From an optimization exercise on the open Yosys and OpenROAD flow, aimed at small area; shortcuts taken in it are not production practice. The RTL was checked by simulation tests, not by an equivalence proof against the original design. Power and IR drop assume default switching activity.

==> inputs of run Z <==
==> flow/design.v <==
package pulse_pkg;
	typedef logic [24-1:0]      period_t;       
	typedef logic [16-1:0]        pulse_time_t;   
	typedef logic [8-1:0]   nut_width_t;
	typedef logic [8-1:0]       pulse_count_t;  
	typedef logic [8-1:0] blank_delay_t;
	typedef enum logic {
		MODE_CW,
		MODE_ECHO
	} seq_mode_t;
	typedef enum logic [1:0] {
		TR_PUMP,
		TR_GAP,
		TR_PI,
		TR_DONE
	} train_state_t;
	typedef enum logic {
		LD_IDLE,
		LD_ACK
	} load_state_t;
endpackage
`timescale 1ns/1ns
module pulse_top (
	input  logic         clk,
	input  logic         reset,
	input  logic         load_req,
	output logic         load_ack,
	input  pulse_pkg::period_t      period,
	input  pulse_pkg::pulse_time_t  pump_width,
	input  pulse_pkg::pulse_time_t  pi_delay,
	input  pulse_pkg::pulse_time_t  pi_width,
	input  pulse_pkg::pulse_time_t  nut_delay,
	input  pulse_pkg::nut_width_t   nut_width,
	input  pulse_pkg::pulse_count_t pi_count,
	input  pulse_pkg::blank_delay_t blank_delay,
	input  pulse_pkg::pulse_time_t  blank_width,
	input  logic         pump_en,
	input  logic         nut_en,
	input  logic         blank_en,
	output logic         sync_on,    
	output logic         pulse_on,   
	output logic         inhib       
);
	logic         req_s1, req_s2, ack, pending;
	logic         capture, swap, pstart;
	logic [23:0]  sh_period;
	logic [15:0]  sh_pump_width, sh_pi_delay, sh_pi_width, sh_nut_delay, sh_blank_width;
	logic [7:0]   sh_nut_width, sh_pi_count, sh_blank_delay;
	logic         sh_pump_en, sh_nut_en, sh_blank_en;
	logic [23:0]  a_period;
	logic [15:0]  a_pw, a_pd, a_wd, a_nd, a_bw;
	logic [7:0]   a_nw, a_n, a_bd;
	logic         a_pen, a_nen, a_ben;
	assign capture  = !ack && req_s2;
	assign swap     = pstart && pending;
	assign load_ack = ack;
	always_ff @(posedge clk) begin
		if (reset) begin
			req_s1 <= 1'b0;
			req_s2 <= 1'b0;
			ack    <= 1'b0;
		end else begin
			req_s1 <= load_req;
			req_s2 <= req_s1;
			ack    <= req_s2;
		end
	end
	always_ff @(posedge clk) begin
		if (capture) begin
			sh_period      <= period;
			sh_pump_width  <= pump_width;
			sh_pi_delay    <= pi_delay;
			sh_pi_width    <= pi_width;
			sh_nut_delay   <= nut_delay;
			sh_nut_width   <= nut_width;
			sh_pi_count    <= pi_count;
			sh_blank_delay <= blank_delay;
			sh_blank_width <= blank_width;
			sh_pump_en     <= pump_en;
			sh_nut_en      <= nut_en;
			sh_blank_en    <= blank_en;
		end
	end
	always_ff @(posedge clk) begin
		if (reset) begin
			pending  <= 1'b0;
			a_period <= 24'(2000);
			a_pw     <= 16'(30);
			a_pd     <= 16'(200);
			a_wd     <= 16'(30);
			a_nd     <= 16'(300);
			a_nw     <= 8'(50);
			a_n      <= 8'(1);
			a_bd     <= 8'(50);
			a_bw     <= 16'(100);
			a_pen    <= 1'b1;
			a_nen    <= 1'b0;
			a_ben    <= 1'b1;
		end else begin
			if (swap) begin
				a_period <= sh_period;
				a_pw     <= sh_pump_width;
				a_pd     <= sh_pi_delay;
				a_wd     <= sh_pi_width;
				a_nd     <= sh_nut_delay;
				a_nw     <= sh_nut_width;
				a_n      <= sh_pi_count;
				a_bd     <= sh_blank_delay;
				a_bw     <= sh_blank_width;
				a_pen    <= sh_pump_en;
				a_nen    <= sh_nut_en;
				a_ben    <= sh_blank_en;
			end
			if (capture) begin
				pending <= 1'b1;
			end else if (pstart) begin
				pending <= 1'b0;
			end
		end
	end
	logic        ph0;    
	logic [23:0] r, rr;
	assign rr     = ph0 ? a_period : r;
	assign pstart = (rr == 24'd0);
	always_ff @(posedge clk) begin
		r   <= rr - 24'd1;
		ph0 <= reset || pstart;
	end
	logic [17:0] step;    
	logic [16:0] q;       
	logic [16:0] s;       
	logic        nwin_e;
	logic        dz, wz, stepz, bdz, bwz;
	logic        wrap;    
	always_comb begin
		logic c;
		step[0] = a_wd[0];
		c = 1'b0;
		for (int i = 1; i < 17; i++) begin
			logic a, b;
			a       = (i < 16) ? a_wd[i] : 1'b0;
			b       = a_pd[i-1];
			step[i] = a ^ b ^ c;
			c       = (a & b) | (a & c) | (b & c);
		end
		step[17] = c;
		c = 1'b0;
		for (int i = 0; i < 16; i++) begin
			logic b;
			b    = (i < 8) ? a_bd[i] : 1'b0;
			q[i] = a_bw[i] ^ b ^ c;
			c    = (a_bw[i] & b) | (a_bw[i] & c) | (b & c);
		end
		q[16] = c;
		c = 1'b0;
		for (int i = 0; i < 16; i++) begin
			logic b;
			b    = (i < 8) ? (a_nw[i] && !nwin_e) : 1'b0;
			s[i] = a_nd[i] ^ b ^ c;
			c    = (a_nd[i] & b) | (a_nd[i] & c) | (b & c);
		end
		s[16] = c;
	end
	assign dz    = (a_pd == 16'd0);
	assign wz    = (a_wd == 16'd0);
	assign stepz = dz && wz;
	assign bdz   = (a_bd == 8'd0);
	assign bwz   = (a_bw == 16'd0);
	always_comb begin
		logic [17:0] sm, cy;
		logic c;
		for (int i = 0; i < 18; i++) begin
			sm[i] = a_period[i] ^ step[i] ^ ~rr[i];
			cy[i] = (a_period[i] & step[i]) | (a_period[i] & ~rr[i]) | (step[i] & ~rr[i]);
		end
		c = sm[0];   
		for (int i = 1; i < 18; i++) begin
			c = (sm[i] & cy[i-1]) | (sm[i] & c) | (cy[i-1] & c);
		end
		wrap = (&a_period[23:18]) && (rr[23:18] == 6'd0) && cy[17] && c;
	end
	logic        pump, gap, pdone, pstall, pin;
	logic [17:0] rp;
	logic [7:0]  pcnt;
	logic        pump_e, gap_e, pdone_e, pstall_e;
	logic [17:0] rp_e, dcnt, rp_nx;
	logic        rz, r1, pe, te, mctx, pact, adv_now, padv_raw, padv, last;
	logic        pump_vis, pi_vis, pvis, weq;
	assign pump_e   = ph0 || pump;
	assign gap_e    = !ph0 && gap;
	assign pdone_e  = !ph0 && pdone;
	assign pstall_e = !ph0 && pstall;
	assign rp_e     = ph0 ? {2'b0, a_pw} : rp;
	assign dcnt     = rp_e - 18'd1;
	assign rz       = (rp_e == 18'd0);
	assign r1       = (rp_e == 18'd1);
	assign pe       = pump_e && rz;                     
	assign te       = (pe && dz) || (gap_e && r1);      
	assign mctx     = te || (!pump_e && !gap_e);
	assign pact     = mctx && !pdone_e && !pstall_e;
	assign adv_now  = te ? wz : r1;
	assign padv_raw = pact && adv_now;
	assign padv     = padv_raw && !ph0;
	assign last     = (pcnt == 8'd1);
	assign pump_vis = pump_e && !rz;
	assign weq    = (dcnt[17:16] == 2'd0) && (dcnt[15:0] == a_wd);
	assign pvis   = pact && !adv_now && (te || pin || weq);
	assign pi_vis = pvis && !ph0;
	assign rp_nx  = padv_raw ? (last ? {1'b0, q} : step) :
	                te ? {2'b0, a_wd} : (pe ? {2'b0, a_pd} : dcnt);
	always_ff @(posedge clk) begin
		rp     <= rp_nx;
		pump   <= pump_e && !rz;
		gap    <= (pe && !dz) || (gap_e && !r1);
		pin    <= padv_raw ? dz : pvis;
		pdone  <= pdone_e || (padv && last);
		pstall <= pstall_e || (padv_raw && ph0) || (padv && !last && (stepz || wrap));
		pcnt   <= ph0 ? a_n : (padv ? pcnt - 8'd1 : pcnt);
	end
	logic        bidle, bstall, bdone;
	logic [17:0] cb, dcb;
	logic        bidle_e, bstall_e, bdone_e;
	logic        bstart, brun, c1, badv, blk_vis, bcmp;
	assign bidle_e  = ph0 || bidle;
	assign bstall_e = !ph0 && bstall;
	assign bdone_e  = !ph0 && bdone;
	assign bstart   = bidle_e && padv_raw;      
	assign brun     = !bidle_e && !bstall_e && !bdone_e;
	assign dcb      = cb - 18'd1;
	assign c1       = (cb == 18'd1);
	assign badv     = brun && c1;
	always_comb begin
		logic le;
		le = 1'b1;
		for (int i = 0; i < 16; i++) begin
			le = (dcb[i] ^ a_bw[i]) ? a_bw[i] : le;
		end
		bcmp = le && (dcb[17:16] == 2'd0);
	end
	assign blk_vis = ((bstart && bdz && !bwz) || (brun && !c1 && bcmp)) && !ph0;
	always_ff @(posedge clk) begin
		cb     <= bstart ? {1'b0, q} : (badv ? step : dcb);
		bidle  <= bidle_e && !bstart;
		bstall <= bstall_e || (badv && (stepz || wrap));
		bdone  <= bdone_e || (pdone_e && r1);
	end
	logic nwin, win, w0s;
	logic eq_s;
	assign nwin_e = nwin && !ph0;
	assign eq_s   = (rr[23:17] == 7'd0) && (rr[16:0] == s);
	assign win    = nwin_e ? !eq_s : (eq_s && (a_nw != 8'd0));
	always_ff @(posedge clk) begin
		nwin <= win;
		if (ph0) begin
			w0s <= win;
		end
	end
	logic cw, pulse_nx, sync_nx, inhib_nx, nut_nx;
	logic s1_pulse, s1_sync, s1_inhib;
	assign cw       = (a_n == 8'd0);
	assign pulse_nx = cw || (a_pen && pump_vis) || pi_vis;
	assign sync_nx  = !cw && !(pdone_e || (padv && last));
	assign inhib_nx = !cw && a_ben && !blk_vis;
	assign nut_nx   = a_nen && (ph0 ? w0s : win);
	always_ff @(posedge clk) begin
		if (reset) begin
			s1_pulse <= 1'b0;
			s1_sync  <= 1'b0;
			s1_inhib <= 1'b0;
			pulse_on <= 1'b0;
			sync_on  <= 1'b0;
			inhib    <= 1'b0;
		end else begin
			s1_pulse <= pulse_nx || nut_nx;
			s1_sync  <= sync_nx;
			s1_inhib <= inhib_nx;
			pulse_on <= s1_pulse;
			sync_on  <= s1_sync;
			inhib    <= s1_inhib;
		end
	end
endmodule
==> flow/flow/run.sh <==
#!/bin/bash
# The standard ORFS layout with three changes:
#  - synthesis maps logic with an area-oriented ABC script (flow/abc_area.script),
#  - port buffers use the smallest buffer cell,
#  - clock tree with clkbuf_8 clusters and no dummy loads.
set -euo pipefail
here=$(pwd)
export AREA_ABC_SCRIPT="$here/flow/abc_area.script"
export BUFFER_PORTS_ARGS="-buffer_cell sky130_fd_sc_hd__buf_1"
export CTS_ARGS="-sink_clustering_enable -repair_clock_nets -buf_list sky130_fd_sc_hd__clkbuf_8 -sink_clustering_size 20 -sink_clustering_max_diameter 60 -dont_use_dummy_load"
cat flow/abc_override.tcl synth_recipe.tcl > area_synth.tcl
sed "s|SYNTH_SCRIPT=[^ ]*|SYNTH_SCRIPT=$here/area_synth.tcl|" standard.sh > area_standard.sh
bash area_standard.sh finish > orfs_make.log 2>&1
==> flow/flow/abc_area.script <==
strash
dc2
dch -f
amap
topo
==> flow/flow/abc_override.tcl <==
# Technology mapping with an area-oriented ABC script instead of ORFS's delay-oriented one.
# Only the final mapping call changes: registers are mapped before it, as in the standard synthesis.
proc abc {args} {
  set i [lsearch -exact $args -script]
  if { $i >= 0 } {
    lset args [expr { $i + 1 }] $::env(AREA_ABC_SCRIPT)
  }
  yosys abc {*}$args
}
==> flow/standard.sh <==
#!/bin/bash
# synth_recipe.tcl (not shown) runs the flow's synth.tcl, then flattens the netlist and writes it again
# the make line also repeats each setting of config.mk as NAME=value (left out here)
make -C /OpenROAD-flow-scripts/flow DESIGN_CONFIG=/design/flow/config.mk WORK_HOME=/design/flow/orfs CLKGATE_MAP_FILE= SYNTH_SCRIPT=/design/flow/synth_recipe.tcl "${@:-finish}"
==> flow/config.mk <==
export PLATFORM = sky130hd
export DESIGN_NAME = pulse_top
export DESIGN_NICKNAME = pulse_top
export VERILOG_FILES = /design/flow/design.v
export SDC_FILE = /design/flow/constraint.sdc
export NUM_CORES = 4
export LEC_CHECK = 0
export CAP_MARGIN = 20
export CORE_MARGIN = 2
export CORE_UTILIZATION = 65
export SLEW_MARGIN = 20
==> flow/constraint.sdc <==
create_clock -name core_clock -period 10.0 [get_ports {clk}]
set_input_delay 2.0000 -clock core_clock [delete_from_list [all_inputs] [get_ports {clk}]]
set_output_delay 2.0000 -clock core_clock [all_outputs]
set_load 0.01 [all_outputs]
==> inputs of run R, as changes to run Z <==
--- a/flow/design.v
+++ b/flow/design.v
@@ -128,2 +128,3 @@
 	end
+	logic [16:0] dw;      
 	logic [17:0] step;    
@@ -136,10 +137,14 @@
 		logic c;
-		step[0] = a_wd[0];
-		c = 1'b0;
-		for (int i = 1; i < 17; i++) begin
-			logic a, b;
-			a       = (i < 16) ? a_wd[i] : 1'b0;
-			b       = a_pd[i-1];
-			step[i] = a ^ b ^ c;
-			c       = (a & b) | (a & c) | (b & c);
+		c = 1'b0;
+		for (int i = 0; i < 16; i++) begin
+			dw[i] = a_pd[i] ^ a_wd[i] ^ c;
+			c     = (a_pd[i] & a_wd[i]) | (a_pd[i] & c) | (a_wd[i] & c);
+		end
+		dw[16] = c;
+		c = 1'b0;
+		for (int i = 0; i < 17; i++) begin
+			logic b;
+			b       = (i < 16) ? a_pd[i] : 1'b0;
+			step[i] = dw[i] ^ b ^ c;
+			c       = (dw[i] & b) | (dw[i] & c) | (b & c);
 		end
@@ -181,11 +186,10 @@
 	end
-	logic        pump, gap, pdone, pstall, pin;
+	logic        pump, pdone, pstall, pin;
 	logic [17:0] rp;
 	logic [7:0]  pcnt;
-	logic        pump_e, gap_e, pdone_e, pstall_e;
+	logic        pump_e, pdone_e, pstall_e;
 	logic [17:0] rp_e, dcnt, rp_nx;
-	logic        rz, r1, pe, te, mctx, pact, adv_now, padv_raw, padv, last;
+	logic        rz, r1, pe, mctx, pact, adv_now, padv_raw, padv, last;
 	logic        pump_vis, pi_vis, pvis, weq;
 	assign pump_e   = ph0 || pump;
-	assign gap_e    = !ph0 && gap;
 	assign pdone_e  = !ph0 && pdone;
@@ -196,7 +200,6 @@
 	assign r1       = (rp_e == 18'd1);
-	assign pe       = pump_e && rz;                     
-	assign te       = (pe && dz) || (gap_e && r1);      
-	assign mctx     = te || (!pump_e && !gap_e);
+	assign pe       = pump_e && rz;             
+	assign mctx     = !pump_e || rz;
 	assign pact     = mctx && !pdone_e && !pstall_e;
-	assign adv_now  = te ? wz : r1;
+	assign adv_now  = pe ? stepz : r1;
 	assign padv_raw = pact && adv_now;
@@ -206,6 +209,5 @@
 	assign weq    = (dcnt[17:16] == 2'd0) && (dcnt[15:0] == a_wd);
-	assign pvis   = pact && !adv_now && (te || pin || weq);
+	assign pvis   = pact && !adv_now && (pe ? dz : (pin || weq));
 	assign pi_vis = pvis && !ph0;
-	assign rp_nx  = padv_raw ? (last ? {1'b0, q} : step) :
-	                te ? {2'b0, a_wd} : (pe ? {2'b0, a_pd} : dcnt);
+	assign rp_nx  = padv_raw ? (last ? {1'b0, q} : step) : (pe ? {1'b0, dw} : dcnt);
 	always_ff @(posedge clk) begin
@@ -213,3 +215,2 @@
 		pump   <= pump_e && !rz;
-		gap    <= (pe && !dz) || (gap_e && !r1);
 		pin    <= padv_raw ? dz : pvis;
==> flow/flow/run.sh (replaced) <==
#!/bin/bash
# Standard ORFS layout; port buffers use the smallest buffer cell, CTS without dummy loads.
set -euo pipefail
export BUFFER_PORTS_ARGS="-buffer_cell sky130_fd_sc_hd__buf_1"
export CTS_ARGS="-sink_clustering_enable -repair_clock_nets -buf_list sky130_fd_sc_hd__clkbuf_8 -sink_clustering_size 20 -sink_clustering_max_diameter 60 -dont_use_dummy_load"
bash standard.sh finish > orfs_make.log 2>&1
Settings changed: CORE_UTILIZATION 65 to 40.
removed: flow/flow/abc_area.script
removed: flow/flow/abc_override.tcl
==> impl.org <==
** Outcome
- The flow ran to the end and the layout has no timing, DRC or antenna violations.

** Yosys
- Combinational family with the most area after synthesis :: compound AO/OA/AOI/OAI gates
- Among all cell types in the netlist, the one instantiated most often is sky130_fd_sc_hd__dfxtp_1.
- After synthesis, the mean cell area works out to 10.9 sq um.

** Worst setup path
- The endpoint identified for the worst register-to-register timing path is pstall$_DFF_P_.
- Crit path capture :: pstall$_DFF_P_

** Layout
- Buffers outside the clock tree occupy 3.90% of the routed design's cell area.
- Number of sequential cells in the layout :: 351
- Multi-input combinational cells in the finished layout were counted as slightly below 900.

** Floorplanning
- Die Height :: 156 microns
- The core region is 22,600 sq um.

** Placement
- Post-place instance area :: 16,000 sq um

** Timing
- Clock period minus final worst setup slack :: between 8000 and 9000 ps
- Worst hold slack :: 433 ps

** Power and ir drop
- IR analysis of the VDD net gives a maximum drop of roughly 0.14 mV.
- Power spread over the standard cell area amounts to 142 nW/um^2.

** Detailed routing
- The routed design uses 15,900 microns of met2 wire.
- Met3 wire length :: 2130 microns

** Global routing
- Entering global routing, the biggest net connects 87 pins.
# the run above: run Z

==> impl.org <==
** Outcome
- The flow ran to the end and the layout has no timing, DRC or antenna violations.

** Power and ir drop
- Power Dens Cells :: 135 nW/um^2
- Worst voltage drop across the vdd grid :: 0.123 mV
- Share of power burned in the clock network :: 30.4%

** Layout
- With fillers left out, the area of the finished cells amounts to 17,700 sq um.
- 1,095 cells are multi-input combinational gates.
- The final layout contains a sequential cell count of 350.

** Placement
- Placement-stage worst setup slack :: 704 ps
- Post-place instance area :: between 15,000 and 20,000 sq um
- Once placement completed, the tool counted placed cells totaling 2,200.

** Worst setup path
- The worst register-to-register path ends at bstall$_DFF_P_.
- Crit path capture :: bstall$_DFF_P_

** Floorplanning
- Area of the placeable core :: 40,600 sq um
- The floorplan step set the die height to just over 200 microns.

** Timing
- Clock period minus final worst setup slack :: 9400 ps
- Worst hold slack :: roughly 440 ps

** Clocking
- CTS placed an instance of sky130_fd_sc_hd__clkbuf_8 at the clock tree root.

** Global routing
- Total Routing Usage GR :: 20.0%
- Entering global routing, the biggest net connects 75 pins.

** Detailed routing
- Met3 wire length :: 2860 microns

** Yosys
- In the post-synthesis netlist, the cell with the most instances is sky130_fd_sc_hd__nand2_1.
# the run above: run R

==> what the ideal ports hide <==
Ports are ideal in the flow. The routed layouts listed here were re-timed in OpenROAD. Step 1 sets driving cells, clkbuf_16 on the clock port and buf_2 on the other inputs (assumed; they add their load-dependent delay and slew). Step 2 also shifts input and output timing later by t, the mid clock arrival at the registers, as if the neighbouring blocks saw the same clock. Three values: ideal, step 1, step 2; two values: the first two.
run | t, ns | setup slack, ns | hold WS [ns]
run Z | 0.611 | 1.434 / 1.434 / 1.434 | 0.433 / 0.433 / 0.433
run R | 0.680 | 0.600 / 0.600 / 0.600 | 0.444 / 0.444 / 0.444
After both steps setup and hold are still met in every run listed.
